From an optimization exercise on the open Yosys and OpenROAD flow, aimed at a short achievable clock period and few clock cycles; shortcuts taken in it are not production practice.
In this exercise RTL edits were held to simulation tests only and were not proved equivalent to the original.
Power figures rest on the tool's default switching activity, not on a simulated workload.

## run.sh

```bash
#!/bin/bash
# synth_recipe.tcl (not shown) runs the flow's synth.tcl, then flattens the netlist and writes it again
# the make line also repeats each setting of config.mk as NAME=value (left out here)
make -C /OpenROAD-flow-scripts/flow DESIGN_CONFIG=/design/flow/config.mk WORK_HOME=/design/flow/orfs CLKGATE_MAP_FILE= SYNTH_SCRIPT=/design/flow/synth_recipe.tcl finish
```

## design.v

```verilog
`default_nettype none
package mips_isa_pkg;
	typedef logic [4:0] reg_idx_t;
	typedef enum logic [5:0] {
		OP_RTYPE = 6'h00,
		OP_ADDI  = 6'h08,
		OP_LW    = 6'h23,
		OP_SW    = 6'h2b
	} opcode_e;
	typedef enum logic [5:0] {
		FN_ADD = 6'h20,
		FN_SUB = 6'h22,
		FN_AND = 6'h24,
		FN_OR  = 6'h25,
		FN_SLT = 6'h2a
	} funct_e;
	typedef struct packed {
		opcode_e    opcode;
		reg_idx_t   rs;
		reg_idx_t   rt;
		reg_idx_t   rd;
		logic [4:0] shamt;
		funct_e     funct;
	} r_form_t;
	typedef struct packed {
		opcode_e     opcode;
		reg_idx_t    rs;
		reg_idx_t    rt;
		logic [15:0] imm;
	} i_form_t;
	typedef union packed {
		r_form_t r;
		i_form_t i;
	} instr_t;
endpackage
`default_nettype wire
`default_nettype none
package pipe_pkg;
	typedef enum logic [2:0] {
		ALU_ADD,
		ALU_SUB,
		ALU_AND,
		ALU_OR,
		ALU_SLT
	} alu_op_e;
	typedef enum logic [1:0] {
		FWD_REG = 2'd0,
		FWD_WB  = 2'd1,
		FWD_EXM = 2'd2
	} fwd_sel_e;
	typedef struct packed {
		logic    reg_write;
		logic    mem_read;
		logic    mem_write;
		logic    mem_to_reg;
		logic    alu_src_imm;
		alu_op_e alu_op;
	} ctrl_t;
	typedef struct packed {
		logic [31:0] instr;     
	} if_id_t;
	typedef struct packed {
		ctrl_t                  ctrl;
		logic [4:0]             rs;
		logic [4:0]             rt;
		logic [4:0]             dest;
		logic [31:0]            op_a;
		logic [31:0]            op_b;
		logic [31:0]            imm;
	} id_ex_t;
	typedef struct packed {
		ctrl_t                  ctrl;
		logic [4:0]             dest;
		logic [4:0]             rt;     
		logic [31:0]            alu_result;
		logic [31:0]            store_data;
	} ex_mem_t;
	typedef struct packed {
		ctrl_t                  ctrl;
		logic [4:0]             dest;
		logic [31:0]            result;
	} mem_wb_t;
	typedef struct packed {
		fwd_sel_e   fwd_a;
		fwd_sel_e   fwd_b;
		logic       mem_to_mem;
		logic       stall;
		logic [1:0] id_bypass;     
	} hazard_t;
endpackage
`default_nettype wire
`timescale 1ns/1ns
`default_nettype none
module mips_pipe #(
	parameter int IMEM_DEPTH = 64,
	parameter int DMEM_DEPTH = 64
) (
	input  logic                   clk,
	input  logic                   arst_n,
	input  logic                   prog_we,
	input  logic [29:0]            prog_addr,
	input  logic [31:0]            prog_data,
	output logic                   wb_valid,
	output mips_isa_pkg::reg_idx_t wb_dest,
	output logic [31:0]            wb_data,
	output logic                   st_valid,
	output logic [31:0]            st_addr,
	output logic [31:0]            st_data
);
	localparam logic [1:0] C_N = 2'd0;     
	localparam logic [1:0] C_W = 2'd1;     
	localparam logic [1:0] C_S = 2'd2;     
	function automatic logic [1:0] iclass(input logic [31:0] w);
		logic [5:0] op;
		logic [5:0] fn;
		op = w[31:26];
		fn = w[5:0];
		iclass = C_N;
		if (op == 6'h00)
		begin
			if ((fn == 6'h20 || fn == 6'h22 || fn == 6'h24 || fn == 6'h25 || fn == 6'h2a) &&
				(w[15:11] != 5'd0))
				iclass = C_W;
		end
		else if (op == 6'h08 || op == 6'h23)
		begin
			if (w[20:16] != 5'd0)
				iclass = C_W;
		end
		else if (op == 6'h2b)
			iclass = C_S;
	endfunction
	function automatic logic [5:0] ginfo(input logic [31:0] a, input logic [31:0] b);
		logic [1:0] ca;
		logic [1:0] cb;
		logic [4:0] adest;
		logic       take2;
		ca    = iclass(a);
		cb    = iclass(b);
		adest = (a[31:26] == 6'h00) ? a[15:11] : a[20:16];
		take2 = (ca == C_N) || (cb == C_N) ||
			((ca == C_W) && (cb == C_S) && (b[25:21] != adest)) ||
			((ca == C_S) && (cb == C_W));
		ginfo[5] = take2;
		ginfo[4] = (ca == C_W) || (take2 && (cb == C_W));
		ginfo[3] = (ca != C_W);
		ginfo[2] = (ca == C_S) || (take2 && (cb == C_S));
		ginfo[1] = (ca != C_S);
		ginfo[0] = (ca == C_S);
	endfunction
	logic [IMEM_DEPTH-1:0][31:0] imem;
	logic [IMEM_DEPTH-1:0][31:0] imem_nx;
	logic [IMEM_DEPTH-1:0][5:0]  info;
	logic        imem_we;
	assign imem_we = prog_we && !arst_n;
	genvar gi;
	generate
		for (gi = 0; gi < IMEM_DEPTH; gi++)
		begin : g_imem
			assign imem_nx[gi] = (imem_we && (prog_addr[5:0] == gi)) ? prog_data : imem[gi];
			always_ff @(posedge clk)
			begin
				imem[gi] <= imem_nx[gi];
				info[gi] <= ginfo(imem_nx[gi], imem_nx[(gi + 1) % IMEM_DEPTH]);
			end
		end
	endgenerate
	logic [5:0]  pc;
	logic [5:0]  pc1;
	logic        fd_wv, fd_sv, fd_sfirst;
	logic [31:0] fd_w, fd_s;
	logic        de_wv, de_sv, de_sfirst;
	logic [4:0]  de_dest;
	logic        de_isld;
	logic        de_add, de_sub, de_and, de_or, de_slt;
	logic [31:0] de_a, de_b;
	logic        de_a1, de_a2, de_b1, de_b2;
	logic [31:0] de_sa, de_simm, de_sd;
	logic        de_sa1, de_sa2, de_sd2;
	logic        de_sd_same, de_sd_prev;
	logic        em_wv, em_sv;
	logic [4:0]  em_dest;
	logic        em_isld;
	logic [31:0] em_alu;
	logic [63:0] em_ld_oh;
	logic        em_fwd_same, em_fwd_so;
	logic [31:0] em_saddr, em_sd;
	logic        em_sd_same, em_sd_prev;
	logic        mw_wv;
	logic [4:0]  mw_dest;
	logic [31:0] mw_val;
	logic        so_v;
	logic [31:0] so_addr, so_data;
	logic [63:0] so_oh;
	logic [31:0][31:0] rf;
	logic [31:0]       rv;
	logic [DMEM_DEPTH-1:0][31:0] dmem;
	logic [31:0] fa, fb;
	logic [5:0]  finfo;
	logic        stall;
	assign fa    = imem[pc];
	assign fb    = imem[pc1];
	assign finfo = info[pc];
	always_ff @(posedge clk or negedge arst_n)
	begin
		if (!arst_n)
		begin
			pc    <= 6'd0;
			pc1   <= 6'd1;
			fd_wv <= 1'b0;
			fd_sv <= 1'b0;
		end
		else if (!stall)
		begin
			pc    <= finfo[5] ? pc + 6'd2 : pc1;
			pc1   <= finfo[5] ? pc + 6'd3 : pc + 6'd2;
			fd_wv <= finfo[4];
			fd_sv <= finfo[2];
		end
	end
	always_ff @(posedge clk)
	begin
		if (!stall)
		begin
			fd_w      <= finfo[3] ? fb : fa;
			fd_s      <= finfo[1] ? fb : fa;
			fd_sfirst <= finfo[0];
		end
	end
	logic [5:0]  w_op, w_fn;
	logic [4:0]  w_rs, w_rt, w_dest;
	logic        w_rtype, w_isld;
	logic [4:0]  s_rs, s_rt;
	assign w_op    = fd_w[31:26];
	assign w_fn    = fd_w[5:0];
	assign w_rs    = fd_w[25:21];
	assign w_rt    = fd_w[20:16];
	assign w_rtype = (w_op == 6'h00);
	assign w_isld  = (w_op == 6'h23);
	assign w_dest  = w_rtype ? fd_w[15:11] : w_rt;
	assign s_rs    = fd_s[25:21];
	assign s_rt    = fd_s[20:16];
	function automatic logic [31:0] rf_read(input logic [4:0] x, input logic [31:0] rf_x,
		input logic rv_x, input logic mwv, input logic [4:0] mwd, input logic [31:0] mwval);
		if (mwv && (mwd == x))
			rf_read = mwval;
		else
			rf_read = rv_x ? rf_x : 32'd0;
	endfunction
	logic [31:0] r_wa, r_wb, r_sa, r_sd;
	assign r_wa = rf_read(w_rs, rf[w_rs], rv[w_rs], mw_wv, mw_dest, mw_val);
	assign r_wb = rf_read(w_rt, rf[w_rt], rv[w_rt], mw_wv, mw_dest, mw_val);
	assign r_sa = rf_read(s_rs, rf[s_rs], rv[s_rs], mw_wv, mw_dest, mw_val);
	assign r_sd = rf_read(s_rt, rf[s_rt], rv[s_rt], mw_wv, mw_dest, mw_val);
	logic e_ma, e_mb, e_msa, m_ma, m_mb, m_msa, e_msd, m_msd;
	logic sd_same;
	assign e_ma  = de_wv && (de_dest == w_rs);
	assign e_mb  = de_wv && (de_dest == w_rt);
	assign e_msa = de_wv && (de_dest == s_rs);
	assign e_msd = de_wv && (de_dest == s_rt);
	assign m_ma  = em_wv && (em_dest == w_rs);
	assign m_mb  = em_wv && (em_dest == w_rt);
	assign m_msa = em_wv && (em_dest == s_rs);
	assign m_msd = em_wv && (em_dest == s_rt);
	assign sd_same = fd_wv && !fd_sfirst && (w_dest == s_rt);
	assign stall = de_wv && de_isld && (
		(fd_wv && (e_ma || (w_rtype && e_mb))) ||
		(fd_sv && e_msa));
	logic [31:0] w_imm;
	assign w_imm = {{16{fd_w[15]}}, fd_w[15:0]};
	always_ff @(posedge clk or negedge arst_n)
	begin
		if (!arst_n)
		begin
			de_wv <= 1'b0;
			de_sv <= 1'b0;
		end
		else
		begin
			de_wv <= fd_wv && !stall;
			de_sv <= fd_sv && !stall;
		end
	end
	always_ff @(posedge clk)
	begin
		de_sfirst  <= fd_sfirst;
		de_dest    <= w_dest;
		de_isld    <= w_isld;
		de_add     <= !w_rtype || (w_fn == 6'h20);
		de_sub     <= w_rtype && (w_fn == 6'h22);
		de_and     <= w_rtype && (w_fn == 6'h24);
		de_or      <= w_rtype && (w_fn == 6'h25);
		de_slt     <= w_rtype && (w_fn == 6'h2a);
		de_a       <= r_wa;
		de_b       <= w_rtype ? r_wb : w_imm;
		de_a1      <= e_ma;
		de_a2      <= !e_ma && m_ma;
		de_b1      <= w_rtype && e_mb;
		de_b2      <= w_rtype && !e_mb && m_mb;
		de_sa      <= r_sa;
		de_sa1     <= e_msa;
		de_sa2     <= !e_msa && m_msa;
		de_simm    <= {{16{fd_s[15]}}, fd_s[15:0]};
		de_sd      <= r_sd;
		de_sd_same <= sd_same;
		de_sd_prev <= !sd_same && e_msd;
		de_sd2     <= !sd_same && !e_msd && m_msd;
	end
	logic [31:0] op_a, op_b, s_base, sum_add, sum_sub, alu_y, saddr, sd_e;
	logic        slt;
	logic [5:0]  ldi, sti;
	logic [63:0] ld_oh;
	always_comb
	begin
		op_a = de_a1 ? em_alu : (de_a2 ? mw_val : de_a);
		op_b = de_b1 ? em_alu : (de_b2 ? mw_val : de_b);
		s_base = de_sa1 ? em_alu : (de_sa2 ? mw_val : de_sa);
		sum_add = op_a + op_b;
		sum_sub = op_a - op_b;
		slt = (op_a[31] ^ op_b[31]) ? op_a[31] : sum_sub[31];
		alu_y = ({32{de_add}} & sum_add) |
			({32{de_sub}} & sum_sub) |
			({32{de_and}} & (op_a & op_b)) |
			({32{de_or}}  & (op_a | op_b)) |
			{31'd0, de_slt & slt};
		saddr = s_base + de_simm;
		sd_e  = de_sd2 ? mw_val : de_sd;
		ldi   = sum_add[7:2];
		sti   = saddr[7:2];
		for (int k = 0; k < 64; k++)
			ld_oh[k] = (ldi == k);
	end
	always_ff @(posedge clk or negedge arst_n)
	begin
		if (!arst_n)
		begin
			em_wv <= 1'b0;
			em_sv <= 1'b0;
		end
		else
		begin
			em_wv <= de_wv;
			em_sv <= de_sv;
		end
	end
	always_ff @(posedge clk)
	begin
		em_dest     <= de_dest;
		em_isld     <= de_isld;
		em_alu      <= alu_y;
		em_ld_oh    <= ld_oh;
		em_fwd_same <= de_sv && de_sfirst && (ldi == sti);
		em_fwd_so   <= em_sv && (ldi == em_saddr[7:2]);
		em_saddr    <= saddr;
		em_sd       <= sd_e;
		em_sd_same  <= de_sd_same;
		em_sd_prev  <= de_sd_prev;
	end
	logic [31:0] ld_raw, ld_val, wval, sd_m0, sd_m;
	logic [63:0] st_oh;
	always_comb
	begin
		ld_raw = 32'd0;
		for (int k = 0; k < 64; k++)
			ld_raw = ld_raw | ({32{em_ld_oh[k]}} & dmem[k]);
		sd_m0  = em_sd_prev ? mw_val : em_sd;
		ld_val = em_fwd_same ? sd_m0 : (em_fwd_so ? so_data : ld_raw);
		wval   = em_isld ? ld_val : em_alu;
		sd_m   = em_sd_same ? wval : sd_m0;
		for (int k = 0; k < 64; k++)
			st_oh[k] = (em_saddr[7:2] == k);
	end
	always_ff @(posedge clk or negedge arst_n)
	begin
		if (!arst_n)
		begin
			mw_wv <= 1'b0;
			so_v  <= 1'b0;
		end
		else
		begin
			mw_wv <= em_wv;
			so_v  <= em_sv;
		end
	end
	always_ff @(posedge clk)
	begin
		mw_dest <= em_dest;
		mw_val  <= wval;
		so_addr <= em_saddr;
		so_data <= sd_m;
		so_oh   <= st_oh;
	end
	always_ff @(posedge clk or negedge arst_n)
	begin
		if (!arst_n)
			rv <= 32'd0;
		else if (mw_wv)
			rv[mw_dest] <= 1'b1;
	end
	always_ff @(posedge clk)
	begin
		for (int k = 1; k < 32; k++)
			if (mw_wv && (mw_dest == k))
				rf[k] <= mw_val;
	end
	generate
		for (gi = 0; gi < DMEM_DEPTH; gi++)
		begin : g_dmem
			always_ff @(posedge clk)
			begin
				if (so_v && so_oh[gi])
					dmem[gi] <= so_data;
			end
		end
	endgenerate
	assign wb_valid = mw_wv;
	assign wb_dest  = mw_dest;
	assign wb_data  = mw_val;
	assign st_valid = so_v;
	assign st_addr  = so_addr;
	assign st_data  = so_data;
endmodule
`default_nettype wire
```

## config.mk

```make
export PLATFORM = sky130hd
export DESIGN_NAME = mips_pipe
export DESIGN_NICKNAME = mips_pipe
export VERILOG_FILES = /design/flow/design.v
export SDC_FILE = /design/flow/constraint.sdc
export NUM_CORES = 4
export LEC_CHECK = 0
export ABC_CLOCK_PERIOD_IN_PS = 2500
export CAP_MARGIN = 20
export CORE_MARGIN = 2
export CORE_UTILIZATION = 55
export SETUP_SLACK_MARGIN = 3.3
export SLEW_MARGIN = 20
```

## constraint.sdc

```tcl
create_clock -name core_clock -period 6.0 [get_ports {clk}]
set_input_delay 1.2000 -clock core_clock [delete_from_list [all_inputs] [get_ports {clk}]]
set_output_delay 1.2000 -clock core_clock [all_outputs]
set_load 0.01 [all_outputs]
```

==> run summary <==
==> cells by family after synthesis <==
kind of cell / count (synthesis)
DFF: 6083
xor gates and xnor gates: 383
adders and majority gates: 138
muxes: 4491
buffers and inverters: 2369
AOI/OAI and AO/OA: 3357
and+or+nand+nor: 4804
==> power by group <==
group	leakage, nW	internal, mW	switching [mW]
clock	10.3	23.0	17.9
combinational	74.8	36.1	51.1
sequential	53.5	49.0	3.84
total	139	108	72.8
==> routing by layer <==
layer / share of wire (%) / wire, um / vias to the layer above
li1: - / - / 88900
met1: 33 / 461000 / 118000
met2: 41 / 584000 / 21600
met3: 14 / 205000 / 5628
met4: 12 / 164000 / 58
met5: 0.026 / 373 / -
==> critical path: stages, from the launching register on <==
cell and delay (ns):
dfrtp_4 0.46, buf_6 0.11, buf_12 0.10, buf_16 0.23
buf_12 0.19, buf_4 0.15, mux4_2 0.54, mux2i_2 0.54
o21ai_0 0.51, o21ai_0 0.36, o21ai_2 0.21, mux2_4 0.34
==> stage by stage <==
stage                     cells  worst slack, ns  instance area (um^2)  util (%)  hold slack, ns
after detailed placement  28000            0.629                309000      58.5           0.312
after CTS                 30700             2.09                360000      68.3           0.297
after global routing      31400             1.86                374000      70.8           0.331
final                     31500             1.96                374000      70.8           0.265
after global placement    28000            0.609                309000      58.5           0.311
after floorplan           21600             2.09                301000         -           0.310
==> layout make-up <==
class	count	area, um^2	share of cell area [%]
flip-flops and latches	6083	157000	42.0
multi-input cells	13200	143000	38.4
repair buffers	3173	40000	10.7
clock buffers	882	18000	4.83
well taps	6994	8750	2.34
inverters	674	3130	0.837
clock inverters	305	3030	0.811
repair inverters	23	282	0.0753
diodes	107	268	0.0716
==> registers in the layout, summed over array words and instances (netlist names), 64 cells and up <==
signal / cells
info: 384
em_ld_oh: 64
rf: 992
imem: 2048
so_oh: 64
dmem: 2048
==> layout by cell type (no fill, tap or decap), types with 126 or more instances in the layout <==
cell type  Yosys  final
a22oi_1      694    676
nand3_1      197    149
nand2_1     2807   2578
nand4_1      198    198
a21oi_2        7    152
buf_12         0    491
a22o_1       227    226
mux2i_1     1126    791
mux2i_4        0    171
xor2_1       171    162
buf_4         17   1622
mux2_2      1025    474
buf_8          0    158
nand2_2        3    139
buf_6          5    542
mux2i_2        0    164
mux2_4         2    552
dfxtp_4        0    127
o21ai_0      644    346
buf_16         0    192
o21ai_1       36    175
clkbuf_1    1153    155
clkbuf_16      0    708
nand2b_1     160    126
xnor2_1      212    178
mux4_2      2338   2338
inv_1        656    520
a21oi_1      571    382
nor2_1       602    471
edfxtp_1    3419   3419
dfxtp_1     2612   2454
==> synth_stat cells (198+ instances only) <==
cell type | n | area, um^2
a21oi_1 | 571 | 2860
a221oi_1 | 222 | 1940
a22o_1 | 227 | 1990
a22oi_1 | 694 | 5210
buf_1 | 344 | 1290
clkbuf_1 | 1153 | 4330
dfxtp_1 | 2612 | 52300
edfxtp_1 | 3419 | 103000
inv_1 | 656 | 2460
mux2_2 | 1025 | 11500
mux2i_1 | 1126 | 11300
mux4_2 | 2338 | 52700
nand2_1 | 2807 | 10500
nand4_1 | 198 | 1240
nor2_1 | 602 | 2260
o21ai_0 | 644 | 3220
xnor2_1 | 212 | 1860
==> worst paths after layout <==
path	startpoint	end	slack [ns]	cells after the start
worst max-delay path	pc[0]$_DFFE_PN0P_	fd_w[14]$_DFFE_PN_	1.96	11
worst max register to register	pc[0]$_DFFE_PN0P_	fd_w[14]$_DFFE_PN_	1.96	11
max in group asynchronous	arst_n	pc[0]$_DFFE_PN0P_	5.00	2
worst min-delay path	arst_n	rv[28]$_DFFE_PN0P_	0.26	2
worst min register to register	fd_s[6]$_DFFE_PN_	de_simm[6]$_DFF_P_	0.32	0
min in group core_clock	fd_s[6]$_DFFE_PN_	de_simm[6]$_DFF_P_	0.32	0
==> timing repair <==
item / CTS / global route
buffers inserted: 1254 / 613
gates resized for setup: 3456 / 1434
hold buffers: 0 / 0
gates cloned: 236 / 59
endpoints found under the setup margin: 2469 / 1217
pin swaps: 726 / 753
==> qor.csv <==
metric,value,unit
status,"complete, no violations",
Area Overhead vs Synth,28.4,%
CTS root buf,clkbuf_16,
met2 Track Usage GR,71.6,%
Post-Synthesis Net Count,21800,
detailed placement HPWL,844000,um
Worst setup SP type,flop,
Worst Hold Class,input port to asynchronous set/reset pin,
number of H-tree levels,6,
total of warnings raised by yosys,33,
Post-synth EDFFs,3419,
Final Max Tran Viols,0,
worst-skew pair later-pin latency,1.21,ns
syn_area_per_cell,13.5,um^2
Setup Total Neg Slack,0,ns
post-synthesis xor/xnor area fraction,1.15,%
layout cells sized above 1,40.8,%
I/O pin cnt,168,
Hold Fails Final Rpt,0,
crit path DAT,4.97,ns
Async SR Flop Fraction,0.855,%
CP Max Fanout,8,
Seq cells post-synth,6083,
simple-gate share of the synthesized area,7.54,%
Die H,732,um
max_cap viols,0,
Netlist cell types,102,
RSZ-0062 raised after global routing,true,
CTS tree,built,
worst rel slew slack,15.0,%
first-pass GRT wire length,1850000,um
GR Util All Layers,50.7,%
Die ar.,0.535,mm^2
PD cells,484,mW/mm^2
fmax,248,MHz
CTS sink count,6083,
adder-cell area share of the yosys netlist,0.603,%
Die W,732,um
cts bufs inserted,647,
Max IR drop VDD,0.000570,V
initial core utilization,55.2,%
DRC,0,
initial antenna violation count,134,
Leak,139,nW
Synth Cell Area,0.291,mm^2
total congestion overflow,0,
Crit path required time,6.93,ns
Tmin final,4.04,ns
maximum clock path buffer count,4,
sequential element share of the synthesized area,53.7,%
Post-Syn Instances,21600,
Detail Route Antenna Nets,0,
Synth Area in Compound Gates,7.93,%
routed vias/inst,7.43,
met3 global-route usage,15.3,%
area of the core,0.528,mm^2
num rows,267,
Initial DRC Count,40500,
Setup-failing EPs final,0,
CP endpoint kind,flop,
"CTS clk-pin slew, worst paths",0.06,ns
fraction of synthesized area in multiplexers,25.9,%
GP Congestion,1.05,
router iterations before antenna repair,10,
total number of vias,234000,
number of global-route vias before repair,216000,
largest family of logic cells by synthesized area,multiplexers,
Fillers,35300,
Synth Flop Type,edfxtp_1,
largest net degree at the start of global routing,94,
total chip power,181,mW
routed length per instance,45.0,um
Layout Nets,24000,
fin crit share,67.3,%
Worst-Margin Slew,1.27,ns
critical path type,flop to flop,
drt total wl,1410000,um
global route hottest layer,met2,
Worst Skew,0.0682,ns
# port buffers,143,
GR Util met1,63.3,%
Testbench counts, summed over its fixed seeds: cycles 26,567.

-- re-timing with driven ports --
In the flow no input, the clock included, has a driving cell. The finished layout below was timed again as built, in two steps.
Step 1, drivers: a clkbuf_16 drives clk and a buf_2 each remaining input, both assumed.
Step 2 adds t to the input delays and takes it off the output delays; t is the mean of the earliest and latest rising clock arrival at the registers after step 1. Input paths then give back, and output paths get back, about the clock's delay inside the block.
Slacks: ideal / step 1 / step 2; pairs: ideal / step 1.
t, ns: 1.324
setup slack, ns: 1.963 / 1.963 / 1.400
hold WS [ns]: 0.265 / 0.218 / 0.319
After both steps setup and hold are still met in this run. The setup slack of this run moves by 0.000 ns with the drivers and by -0.563 ns with both steps.
